From an optimization exercise on the open Yosys and OpenROAD flow, aimed at small area, a short achievable clock period and few clock cycles; shortcuts taken in it are not production practice. Function was checked by simulation only, so behaviour that the tests miss may differ from the original. Power and IR drop assume default switching activity.

==> flow/design.v (excerpt) <==
module interval_task_timer_table (
	input  logic               clk,
	input  logic               arst_n,
	input  logic               item_valid,
	output logic               item_ready,
	input  logic               item_cmd,
	input  logic [TICK_W-1:0]  item_now_ticks,
	input  logic [PERIOD_W-1:0] item_period_ms,
	input  logic               item_periodic,
	output logic               result_valid,
	input  logic               result_ready,
	output logic [TIDX_W-1:0]  result_task_index,
	output logic               result_accepted,
	output logic               result_fired,
	output logic               result_last,
	input  logic               psel,
	input  logic               penable,
	input  logic               pwrite,
	input  logic [PADDR_W-1:0] paddr,
	input  logic [DATA_W-1:0]  pwdata,
	output logic [DATA_W-1:0]  prdata,
	output logic               pready
);
Size: about 990 flip-flops, roughly 150 I/O pins, about 52000 µm² of cells after synthesis.
Settings: LEC_CHECK=0, ABC_AREA=1, CAP_MARGIN=20, CORE_MARGIN=2, CORE_UTILIZATION=40, CTS_BUF_LIST=sky130_fd_sc_hd__clkbuf_16, CTS_CLUSTER_DIAMETER=70, CTS_CLUSTER_SIZE=25, SETUP_SLACK_MARGIN=4.5, SLEW_MARGIN=20; clock period 8.0 ns.
standard.sh (not shown) runs the stock make flow with config.mk's settings and CLKGATE_MAP_FILE= SYNTH_SCRIPT=/design/flow/synth_recipe.tcl, a recipe that flattens the netlist after the stock synthesis.
==> flow/flow/run.sh <==
#!/bin/bash
set -euo pipefail
bash standard.sh MATCH_CELL_FOOTPRINT=0 finish > flow.log 2>&1
Testbench counts at the start, summed over its fixed seeds: cycles 5,442.
Then changed:
==> flow/run.sh (new file) <==
#!/bin/bash
# synth_recipe.tcl (not shown) runs the flow's synth.tcl, then flattens the netlist and writes it again
# the make line also repeats each setting of config.mk as NAME=value (left out here)
make -C /OpenROAD-flow-scripts/flow DESIGN_CONFIG=/design/flow/config.mk WORK_HOME=/design/flow/orfs CLKGATE_MAP_FILE= SYNTH_SCRIPT=/design/flow/synth_recipe.tcl finish
--- a/flow/config.mk
+++ b/flow/config.mk
@@ -13,3 +13,3 @@
-export CTS_CLUSTER_DIAMETER = 70
-export CTS_CLUSTER_SIZE = 25
-export SETUP_SLACK_MARGIN = 4.5
+export CTS_CLUSTER_DIAMETER = 80
+export CTS_CLUSTER_SIZE = 30
+export SETUP_SLACK_MARGIN = 4.0
removed: flow/flow/run.sh
removed: flow/standard.sh
- The changed run completed without violations
- cell area goes down by 7.2%
- sequential share of layout area goes up by 3.6 points
- first-iteration DRC count goes down by 22%
- clock-buffer cell count goes down by 20
- critical path depth goes up by 11
Then changed:
--- a/flow/config.mk
+++ b/flow/config.mk
@@ -13,3 +13,3 @@
-export CTS_CLUSTER_DIAMETER = 80
-export CTS_CLUSTER_SIZE = 30
-export SETUP_SLACK_MARGIN = 4.0
+export CTS_CLUSTER_DIAMETER = 70
+export CTS_CLUSTER_SIZE = 25
+export SETUP_SLACK_MARGIN = 4.6
After rerunning:
- The changed run completed with no timing, DRC or antenna violations
- clock power climbs by 24%
- routed wire length rises by 12%
- final cell count came out higher by 4.3%
Then changed:
--- a/flow/config.mk
+++ b/flow/config.mk
@@ -11,5 +11,4 @@
-export CORE_UTILIZATION = 40
-export CTS_BUF_LIST = sky130_fd_sc_hd__clkbuf_16
-export CTS_CLUSTER_DIAMETER = 70
-export CTS_CLUSTER_SIZE = 25
-export SETUP_SLACK_MARGIN = 4.6
+export CORE_UTILIZATION = 55
+export CTS_BUF_LIST = sky130_fd_sc_hd__clkbuf_8
+export PLACE_DENSITY = 0.7
+export SETUP_SLACK_MARGIN = 4.3
Effect:
- The new run ran to the end with violations: antenna violations
- maximum frequency goes down by about 0.5%
- sequential power barely changes
- die area decreases by 27%
- total power fell by 6.1%
- core utilization rises by 15 points
- combinational power falls by 14%
- global-route usage climbs by 5.4 points
- non-clock buffer count goes down by 122
- setup slack degrades by 18 ps
- design area is lower by 4.9%
- cell count falls by about 7%

* * *

interval_task_timer_table again, from the RTL that the note above started with.
clock: 8.0 ns
lec_check: 0
abc_area: 1
cap_margin: 20
core_margin: 2
core_utilization: 40
cts_buf_list: sky130_fd_sc_hd__clkbuf_8
setup_slack_margin: 4.0
slew_margin: 20
==> flow/flow/run.sh <==
#!/bin/bash
set -euo pipefail
bash standard.sh MATCH_CELL_FOOTPRINT=0 finish > flow.log 2>&1
Testbench counts at the start, summed over its fixed seeds: cycles 5,442.
Change:
==> flow/run.sh (new file) <==
#!/bin/bash
# synth_recipe.tcl (not shown) runs the flow's synth.tcl, then flattens the netlist and writes it again
# the make line also repeats each setting of config.mk as NAME=value (left out here)
make -C /OpenROAD-flow-scripts/flow DESIGN_CONFIG=/design/flow/config.mk WORK_HOME=/design/flow/orfs CLKGATE_MAP_FILE= SYNTH_SCRIPT=/design/flow/synth_recipe.tcl finish
- CORE_UTILIZATION: 40 -> 50
- CTS_BUF_LIST: sky130_fd_sc_hd__clkbuf_8 -> sky130_fd_sc_hd__clkbuf_16
- CTS_CLUSTER_DIAMETER: not set -> 70
- CTS_CLUSTER_SIZE: not set -> 25
- SETUP_SLACK_MARGIN: 4.0 -> 4.5
removed: flow/flow/run.sh
removed: flow/standard.sh
The new run ran to the end with no violations.
Die area fell by 20%.
Combinational power rose by 14%.
Non-clock buffer count rose by 147.
Design area rose by 2.8%.
Via count rose by 2.9%.
First-iteration DRC count rose by 15%.
Change:
- CORE_UTILIZATION: 50 -> 40
- TNS_END_PERCENT: not set -> 5
What happened:
- The new run finished with timing, DRC and antenna clean
- die area goes up by 25%
- via count goes down by about 1.6%
- worst hold slack is about the same
- cell area goes down by about 0.47%
- count of clock-buffer cells in the layout goes up by 10
- power goes up by 0.47%
Change:
- CTS_CLUSTER_DIAMETER: 70 -> 80
- CTS_CLUSTER_SIZE: 25 -> 30
Result: The changed run went through all stages and came out clean. Area after synthesis is unchanged. Core utilization decreases by 0.10 points. Setup slack gains 0.071 ns. Worst hold slack gains 0.0062 ns. Cell area is about the same. Sequential power stays flat. Power decreases by about 3%. Cell count hardly moves.
Change:
- CTS_CLUSTER_DIAMETER: 80 -> 70
- CTS_CLUSTER_SIZE: 30 -> 25
- SETUP_SLACK_MARGIN: 4.5 -> 4.4
Synthesized cell count does not change. Utilization drops by 0.22 points. Cell count drops by 0.31%. Global-route usage stays flat. Routed wire length drops by 1.5%. Power climbs by 2.2%. Clock power climbs by 23%. Count of clock-buffer cells in the layout climbs by 21. Register-to-register slack gets worse by 0.02 ns. Sequential share of layout area climbs by 0.22 points. Sequential power hardly moves.

* * *

== oak ==
Another version of the RTL of interval_task_timer_table (not shown whole).
Size: about 3500 cells after synthesis, about 52000 sq um of cells after synthesis.
export LEC_CHECK = 0
export CAP_MARGIN = 20
export CORE_MARGIN = 2
export CORE_UTILIZATION = 40
export CTS_BUF_LIST = sky130_fd_sc_hd__clkbuf_8
export CTS_CLUSTER_SIZE = 30
export SETUP_SLACK_MARGIN = 4.0
export SLEW_MARGIN = 20
create_clock -name core_clock -period 8.0 [get_ports {clk}]
run.sh (not shown) runs the stock make flow with config.mk's settings and CLKGATE_MAP_FILE= SYNTH_SCRIPT=/design/flow/synth_recipe.tcl, a recipe that flattens the netlist after the stock synthesis.
Stock flow here: none of the scripts above is used.
oak has completed all stages; timing, DRC and antenna checks passed.
Testbench counts of oak, summed over its fixed seeds: cycles 5,442.
Relative to oak, the following input files were edited for pine:
--- a/flow/config.mk
+++ b/flow/config.mk
@@ -9,5 +9,4 @@
 export CORE_MARGIN = 2
-export CORE_UTILIZATION = 40
-export CTS_BUF_LIST = sky130_fd_sc_hd__clkbuf_8
-export CTS_CLUSTER_SIZE = 30
+export CORE_UTILIZATION = 60
+export PLACE_DENSITY = 0.72
 export SETUP_SLACK_MARGIN = 4.0
==> results.txt <==
Compared with oak, pine shows a lower number of clock-tree buffers in the layout.
Where cell area after layout is concerned, oak is outperformed by pine.
Minimum setup slack after placement in pine vs oak: down 7.7 ps
For the share of total power in the clock network, pine came in 1.0 points higher than oak did.
Setup changes, pine to birch
--- a/flow/config.mk
+++ b/flow/config.mk
@@ -9,5 +9,5 @@
 export CORE_MARGIN = 2
-export CORE_UTILIZATION = 60
-export PLACE_DENSITY = 0.72
-export SETUP_SLACK_MARGIN = 4.0
+export CORE_UTILIZATION = 40
+export CTS_BUF_LIST = sky130_fd_sc_hd__clkbuf_8
+export SETUP_SLACK_MARGIN = 3.85
 export SLEW_MARGIN = 20
==> results.txt <==
- When the final numbers for pine and birch were put side by side, the area of combinational cells with multiple inputs turned out to be greater in pine.
- Compared with pine, in birch die area went up 49%, number of H-tree levels moved up, sequential share of layout area stayed essentially flat.
- Taking pine over birch, the number of standard cells in the final layout excluding fillers ratio works out to 0.879.
- On aggregate routed wire length: between pine and birch, it ends up lower for birch.
- In birch relative to pine, clock buffer count from CTS had gone up by more than half.
Modified inputs, maple compared to birch
--- a/flow/config.mk
+++ b/flow/config.mk
@@ -7,2 +7,3 @@
 export LEC_CHECK = 0
+export ABC_AREA = 1
 export CAP_MARGIN = 20
@@ -11,3 +12,3 @@
 export CTS_BUF_LIST = sky130_fd_sc_hd__clkbuf_8
-export SETUP_SLACK_MARGIN = 3.85
+export SETUP_SLACK_MARGIN = 3.9
 export SLEW_MARGIN = 20
## What came out
[maple vs birch] final wirelength: lower in maple. Looking at post-route worst setup slack across birch and maple, the one that comes out lower is birch. Detailed-route wire length on metal 1, birch and maple, lower one = maple. Against birch, maple reports a utilization that is lower. On fraction of area in non-clock buffers: between birch and maple, it ends up higher for birch. Against birch as the reference, maple delivers a lower worst path buffer plus inverter count.

* * *

interval_task_timer_table with an RTL version that a note above also has.
For scale: about 4000 cells after synthesis, roughly 990 flip-flops.
Settings: LEC_CHECK=0, ABC_AREA=1, CAP_MARGIN=20, CORE_MARGIN=2, CORE_UTILIZATION=40, CTS_BUF_LIST=sky130_fd_sc_hd__clkbuf_16, CTS_CLUSTER_DIAMETER=70, CTS_CLUSTER_SIZE=25, SETUP_SLACK_MARGIN=4.5, SLEW_MARGIN=20, TNS_END_PERCENT=20; clock period 8.0 ns.
The baseline completed with no timing, DRC or antenna violations.
Testbench counts at the start, summed over its fixed seeds: cycles 5,442.
==> next run, changes <==
SETUP_SLACK_MARGIN = 4.3   (was 4.5)
TNS_END_PERCENT = not set   (was 20)
=> Total power is higher by 0.58%. Clock skew is higher by 0.012 ns. Area after synthesis stays the same. Global-route usage stays flat. Combinational power barely changes. Wire length is higher by 1.2%. Maximum frequency is lower by 0.58%. Sequential share of layout area barely changes.
==> next run, changes <==
CTS_BUF_LIST = sky130_fd_sc_hd__clkbuf_8   (was sky130_fd_sc_hd__clkbuf_16)
CTS_CLUSTER_DIAMETER = not set   (was 70)
CTS_CLUSTER_SIZE = not set   (was 25)
SETUP_SLACK_MARGIN = 4.0   (was 4.3)
What happened:
- first-iteration DRC count drops by 15%
- final cell count is higher by 1.5%
- wire length drops by 5.3%
- core utilization came out lower by 0.73 points
- fmax fell by 2.8%
- global-route usage is lower by 0.39 points
- combinational power goes down by 7.5%
- final area fell by 1.5%
- register-to-register slack loses 0.11 ns
==> next run, changes <==
CTS_BUF_LIST = sky130_fd_sc_hd__clkbuf_16   (was sky130_fd_sc_hd__clkbuf_8)
CTS_CLUSTER_DIAMETER = 70   (was not set)
CTS_CLUSTER_SIZE = 25   (was not set)
SETUP_SLACK_MARGIN = 4.5   (was 4.0)
What happened: Wire length rose by a few percent. Fmax increases by a few percent. Sequential cell count stays the same.
==> next run, changes <==
SETUP_SLACK_MARGIN = 4.8   (was 4.5)
After rerunning:
- cell area grows by 2.8%
- worst setup slack loses 0.13 ns
- combinational power grows by 12%
- die area is unchanged
- count of clock-buffer cells in the layout grows by 1
- register-to-register slack loses 0.13 ns
- non-clock buffer count grows by 69
- via count grows by 2.8%
- routed wire length grows by 4.6%

* * *

## rev 12
interval_task_timer_table, a different RTL version from the one above (not shown whole).
Size: about 3500 cells after synthesis, roughly 1000 flip-flops, ~53000 um2 of cells after synthesis.
clock: 8.0 ns
lec_check: 0
cap_margin: 20
core_margin: 2
core_utilization: 40
setup_slack_margin: 4.6
slew_margin: 20
Testbench counts of rev 12, summed over its fixed seeds: cycles 5,442.
Input-level comparison between rev 13 and rev 12:
- SETUP_SLACK_MARGIN: 4.6 -> 4.0
Cell area after layout: rev 13 < rev 12. Diff rev 13..rev 12 | proportion of register bits with asynchronous set or reset after synthesis | unchanged. Rev 13 vs rev 12 — post-DP HPWL dropped 0.88%. The non-clock buffer count reported for rev 13 is smaller than that of rev 12 by 137. In rev 13, final total power is lower than in rev 12. Summary: with rev 12 as the reference, net count reported at finish in rev 13 moved down by a few percent. On rev 13: wire length is about 7% lower than what rev 12 gave. Worst hold slack: rev 12 vs rev 13 — no meaningful difference. Per the comparison of rev 13 with rev 12, layout overhead on the synthesized area shrank by 6.2 points; global placement routability congestion up about 4.6%; post-route worst setup slack increased 0.047 ns.

* * *

== the previous run ==
Another version of the RTL of interval_task_timer_table (not shown whole).
Size in the first run: ~4000 cells after synthesis, ~1000 flip-flops.
export LEC_CHECK = 0
export CAP_MARGIN = 20
export CORE_MARGIN = 2
export CORE_UTILIZATION = 40
export SETUP_SLACK_MARGIN = 4.0
export SLEW_MARGIN = 20
create_clock -name core_clock -period 8.0 [get_ports {clk}]
The previous run | stages: all done | timing, DRC, antenna: all pass
Testbench counts of the previous run, summed over its fixed seeds: cycles 5,434.
Modified inputs, the current run compared to the previous run
- changing SETUP_SLACK_MARGIN from 4.0 to 5.0
Notes after the runs:
Against the previous run, first-pass GRT wire length in the current run rose by a little under 10%.
The beginning of the critical path comes out g_mask[3]$_DFFE_PN0P_ in one run and g_mask[0]$_DFFE_PN0P_ in the other, namely in the current run and the previous run respectively.
Count of endpoints failing setup in the final report: the current run vs the previous run identical
Against the previous run, worst-case setup slack after placement in the current run came out better.
On clock group power, the higher figure sits with the previous run, not the current run.
Comparing the current run against the previous run, there is no change at all in worst hold path cell count.
Compared with the previous run, in the current run clock power share now smaller, placed cell area now larger, share of cell area taken by flip-flops and latches now smaller.

-- what the ideal ports hide --
Ports are ideal in the flow. The routed layouts listed here were re-timed in OpenROAD. Step 1 assumes that a clkbuf_16 drives the clock port and a buf_2 every other input. Step 2 adds t to the input delays and takes it off the output delays; t is the mean of the earliest and latest rising clock arrival at the registers after step 1. Input paths then give back, and output paths get back, about the clock's delay inside the block. a / b / c = no drivers / after step 1 / after step 2; a / b = the first two.
run | t, ns | slack for setup (ns) | hold WS [ns] | clock arrival spread, ns
the first run of note 1 | 0.746 | 4.231 / 4.201 / 4.084 | 0.418 / 0.418 / 0.418 | 0.059 / 0.059
the second run of note 1 | 0.761 | 4.063 / 4.063 / 4.063 | 0.428 / 0.428 / 0.428 | 0.056 / 0.056
the third run of note 1 | 0.748 | 4.277 / 4.250 / 3.969 | 0.425 / 0.425 / 0.425 | 0.048 / 0.048
the fourth run of note 1 | 0.915 | 4.260 / 4.260 / 3.717 | 0.423 / 0.423 / 0.423 | 0.056 / 0.056
the first run of note 2 | 0.928 | 4.109 / 4.109 / 3.911 | 0.419 / 0.419 / 0.419 | 0.061 / 0.061
the second run of note 2 | 0.742 | 4.329 / 4.300 / 3.872 | 0.429 / 0.429 / 0.429 | 0.050 / 0.049
the third run of note 2 | 0.754 | 4.263 / 4.070 / 4.070 | 0.426 / 0.426 / 0.426 | 0.043 / 0.043
the fourth run of note 2 | 0.767 | 4.334 / 4.118 / 4.118 | 0.432 / 0.432 / 0.432 | 0.044 / 0.044
the fifth run of note 2 | 0.756 | 4.320 / 4.297 / 4.149 | 0.426 / 0.426 / 0.426 | 0.043 / 0.044
oak | 0.939 | 3.860 / 3.860 / 3.860 | 0.422 / 0.422 / 0.422 | 0.049 / 0.049
pine | 0.764 | 3.864 / 3.864 / 3.864 | 0.416 / 0.416 / 0.416 | 0.065 / 0.065
birch | 0.929 | 3.893 / 3.883 / 3.883 | 0.417 / 0.417 / 0.417 | 0.042 / 0.042
maple | 0.930 | 3.940 / 3.918 / 3.918 | 0.417 / 0.417 / 0.417 | 0.045 / 0.044
the first run of note 4 | 0.758 | 4.251 / 4.172 / 4.142 | 0.415 / 0.415 / 0.415 | 0.041 / 0.041
the second run of note 4 | 0.738 | 4.229 / 4.229 / 4.101 | 0.422 / 0.422 / 0.422 | 0.054 / 0.053
the third run of note 4 | 0.927 | 4.119 / 4.119 / 4.119 | 0.421 / 0.421 / 0.421 | 0.041 / 0.042
the fourth run of note 4 | 0.738 | 4.356 / 4.232 / 4.140 | 0.425 / 0.425 / 0.425 | 0.071 / 0.071
the fifth run of note 4 | 0.746 | 4.224 / 4.223 / 4.223 | 0.424 / 0.424 / 0.424 | 0.044 / 0.044
rev 12 | 0.781 | 3.762 / 3.762 / 3.762 | 0.423 / 0.423 / 0.423 | 0.042 / 0.042
rev 13 | 0.799 | 3.809 / 3.809 / 3.809 | 0.421 / 0.421 / 0.421 | 0.038 / 0.037
the previous run | 0.795 | 3.696 / 3.621 / 3.369 | 0.470 / 0.470 / 0.470 | 0.068 / 0.068
the current run | 0.821 | 3.640 / 3.572 / 3.851 | 0.453 / 0.453 / 0.453 | 0.089 / 0.089
The setup slack of the fourth run of note 1, which loses most, moves by 0.000 ns with the drivers and by -0.543 ns with both steps.
